Source: an optimization exercise on an open RTL-to-GDS flow (aim: small area, a short achievable clock period and few clock cycles). Production flows keep margins and buffers that such runs may drop.
Only simulation tests tie the RTL to the original design; equivalence was not proved.
Power figures rest on the tool's default switching activity, not on a simulated workload.

== wip/cedar ==
==> flow/design.v (excerpt) <==
module line_rasterizer_interpolated
#(
    parameter int COORD_BITS = 6,
    parameter int DEPTH_BITS = 16,
    parameter int FRAC_BITS  = 16
) (
    input  wire logic                 aclk,
    input  wire logic                 aresetn,
    input  wire logic                 s_tvalid,
    output logic                      s_tready,
    input  wire logic [((2*(2*COORD_BITS+DEPTH_BITS+32)+7)/8)*8-1:0] s_tdata,
    output logic                      m_tvalid,
    input  wire logic                 m_tready,
    output logic [((2*COORD_BITS+DEPTH_BITS+32+7)/8)*8-1:0] m_tdata,
    output logic                      m_tlast
);
    localparam int C      = COORD_BITS;
    localparam int CW     = lri_pkg::CHAN_W;
    localparam int NC     = lri_pkg::NUM_COLOR;
    localparam int PT_W   = 2*C + DEPTH_BITS + lri_pkg::COLOR_W;
    localparam int OUT_W  = ((2*C + DEPTH_BITS + NC*CW + 7) / 8) * 8;
    localparam int E_W    = C + 2;
    localparam int N_INT  = DEPTH_BITS/2 - 1;
    localparam int C_INT0 = N_INT - CW/2;      
    logic [C-1:0] xa, ya, xb, yb;
    logic [C:0]   dxp, dxn, dyp, dyn;      
    assign xa = s_tdata[C-1:0];
    assign ya = s_tdata[2*C-1:C];
    assign xb = s_tdata[PT_W+C-1:PT_W];
    assign yb = s_tdata[PT_W+2*C-1:PT_W+C];
    assign dxp = {1'b0, xb} - {1'b0, xa};
    assign dxn = {1'b0, xa} - {1'b0, xb};
    assign dyp = {1'b0, yb} - {1'b0, ya};
    assign dyn = {1'b0, ya} - {1'b0, yb};
    logic st_idle, st_geo, st_int, st_rdy, st_z2, st_hold;
    logic [2:0] cnt_reg;
    logic       cint_reg;              
    logic [C-1:0] adx_reg, ady_reg;
    logic         xgt_reg, ygt_reg;
    logic [C-1:0] span_reg, spanm1_reg, nmin_reg;
    logic [C+1:0] span3_reg;
    logic         span32_reg, xmaj_reg, swap_reg, up_reg;
    logic         xmaj_c, swap_c, up_c;
    logic [C-1:0] span_c, nmin_c;
    logic [C+1:0] span3_c;
    logic [2:0]   span_sm;
    always_comb begin
        xmaj_c  = ady_reg < adx_reg;
        swap_c  = xmaj_c ? xgt_reg : ygt_reg;
        span_c  = xmaj_c ? adx_reg : ady_reg;
        nmin_c  = xmaj_c ? ady_reg : adx_reg;
        for (int k = 0; k < 3; k++)
            span_sm[k] = xmaj_c ? (adx_reg == C'(k+1)) : (ady_reg == C'(k+1));
        span3_c = xmaj_c ? ({2'b00, adx_reg} + {1'b0, adx_reg, 1'b0})
                         : ({2'b00, ady_reg} + {1'b0, ady_reg, 1'b0});
        up_c    = xmaj_c ? (swap_c ? ygt_reg : !ygt_reg)
  ...
==> flow/config.mk <==
export PLATFORM = sky130hd
export DESIGN_NAME = line_rasterizer_interpolated
export DESIGN_NICKNAME = line_rasterizer_interpolated
export VERILOG_FILES = /design/flow/design.v
export SDC_FILE = /design/flow/constraint.sdc
export NUM_CORES = 4
export LEC_CHECK = 0
export CAP_MARGIN = 5
export CORE_MARGIN = 2
export CORE_UTILIZATION = 40
export CTS_CLUSTER_DIAMETER = 80
export CTS_CLUSTER_SIZE = 24
export SETUP_SLACK_MARGIN = 4.2
export SLEW_MARGIN = 5
==> flow/constraint.sdc <==
create_clock -name core_clock -period 7.5 [get_ports {aclk}]
set_input_delay 1.5000 -clock core_clock [delete_from_list [all_inputs] [get_ports {aclk}]]
set_output_delay 1.5000 -clock core_clock [all_outputs]
set_load 0.01 [all_outputs]
standard.sh (not shown) runs the stock make flow with config.mk's settings and CLKGATE_MAP_FILE= SYNTH_SCRIPT=/design/flow/synth_recipe.tcl, a recipe that flattens the netlist after the stock synthesis.
==> flow/flow/run.sh <==
#!/bin/bash
# Standard layout, with two changes: the port buffers are made from plain
# buffers (sky130_fd_sc_hd__buf_2) instead of the delay buffers buffer_ports
# picks, and clock tree synthesis adds no dummy loads.
set -euo pipefail
export BUFFER_PORTS_ARGS="-buffer_cell sky130_fd_sc_hd__buf_2"
export CTS_ARGS="-sink_clustering_enable -repair_clock_nets -sink_clustering_size 24 -sink_clustering_max_diameter 80 -dont_use_dummy_load"
bash standard.sh > standard.log 2>&1
Testbench counts of wip/cedar, summed over its fixed seeds: cycles 38,956.
Input changes introduced in wip/onyx (baseline for comparison: wip/cedar):
- SETUP_SLACK_MARGIN now 4.6, was 4.2
- Relative to wip/cedar, overall power has increased by about 12% in wip/onyx.
- Launching element of the worst setup path: adx_reg[1] -> wip/cedar, sready_reg -> wip/onyx
- Going from wip/cedar to wip/onyx, total cell area at the placement stage has increased, die area was more or less identical, maximum frequency went up by 6.5%.
- In the tables for wip/cedar and wip/onyx, reg2reg setup slack reads higher with wip/onyx.
--- input diff wip/onyx..wip/violet ---
- CORE_UTILIZATION now 55, was 40
- SETUP_SLACK_MARGIN now 4.4, was 4.6
### Flow results
Die area went down by more than a quarter going from wip/onyx to wip/violet.
For combinational power, dividing the value from wip/onyx by the value from wip/violet gives 1.18.
On wip/violet: share of power burned in the clock network is 0.2 points lower than what wip/onyx gave.
--- input diff wip/violet..wip/umber ---
- CORE_UTILIZATION: 55 -> 40
- SETUP_SLACK_MARGIN: 4.4 -> 4.1
## What came out
- Arrival time at the worst endpoint in wip/umber is 0.24 ns higher than in wip/violet
- Compared with wip/violet, wip/umber shows a worst-case setup margin in the final layout that is 0.22 ns lower.
- Number of hold-repair buffers added at the cts stage: wip/umber vs wip/violet — no meaningful difference
- Final worst-path cycle share in wip/umber vs wip/violet: up 2.9 points
- Area: wip/umber vs wip/violet -> wip/umber smaller
- NOTE: post-place setup slack in wip/umber exceeds that of wip/violet
- wip/violet → wip/umber: total power went down; maximum buffer depth of the clock tree was more or less identical; maximum clock frequency fell 0.021 GHz; via count now smaller.
- Relative to wip/violet, power per unit of standard cell area decreased by 2.2% in wip/umber.
Setup changes, wip/umber to wip/indigo
- a change of SETUP_SLACK_MARGIN from 4.1 to 4.3
==> comparison <==
Every stage of the flow completed for wip/indigo, and the final layout passed the timing, DRC and antenna checks. Looking at final non-filler cell area across wip/umber and wip/indigo, the one that comes out lower is wip/umber. Of the two values seen for cell with the biggest individual delay on the critical path, a211oi_2 was produced by wip/indigo and edfxtp_1 by wip/umber. wip/indigo against wip/umber: area overhead of the layout relative to synthesis went up; combinational power share went up. Routed wire in wip/indigo totals more than in wip/umber. Sink count of the clock tree delta (wip/indigo -> wip/umber): insignificant.
Changes in wip/yarrow relative to wip/indigo:
- swapping 4.3 for 4.0 in SETUP_SLACK_MARGIN
--- outcome ---
- Between wip/indigo and wip/yarrow, the number of I/O pins figures differ only marginally.
- Layout-stage area growth over the synthesis result in wip/yarrow is 3.9 points lower than in wip/indigo
- wip/indigo -> wip/yarrow: synthesized cell count delta 0, exact match
- Proportion of cell area occupied by registers, wip/indigo and wip/yarrow, lower one = wip/indigo.
- [compare] base=wip/indigo new=wip/yarrow: global-route usage shows a reduction of 0.35 points, final worst setup slack -0.28 ns.

-- afterwards: timing with drivers on the ports --
No port has a modelled driver above. Below, the same layouts with a new extraction and two added sets of constraints. Step 1 (the two cells are an assumption about what drives the block):
set clk [get_ports {aclk}]
set_driving_cell -lib_cell sky130_fd_sc_hd__clkbuf_16 $clk
set_driving_cell -lib_cell sky130_fd_sc_hd__buf_2 [delete_from_list [all_inputs] $clk]
Step 2, shift: input delay + t, output delay - t, t = (earliest + latest rising clock arrival at the registers) / 2. This alone moves slack from input paths to output paths. Three values: ideal ports, drivers, drivers and shift; two values: the first two.
run	t, ns	slack for setup (ns)	worst data-port slew with drivers (ns)
wip/cedar	0.662	4.281 / 4.281 / 3.660	0.09
wip/onyx	0.603	4.478 / 4.414 / 3.914	0.08
wip/violet	0.664	4.394 / 4.394 / 3.811	0.05
wip/umber	0.645	4.179 / 4.179 / 3.605	0.09
wip/indigo	0.633	4.369 / 4.376 / 3.761	0.10
wip/yarrow	0.642	4.091 / 4.091 / 3.582	0.09
After both steps setup and hold are still met in every run listed. For wip/cedar, which loses most, drivers alone change the setup slack by 0.000 ns; drivers and shift together by -0.621 ns.
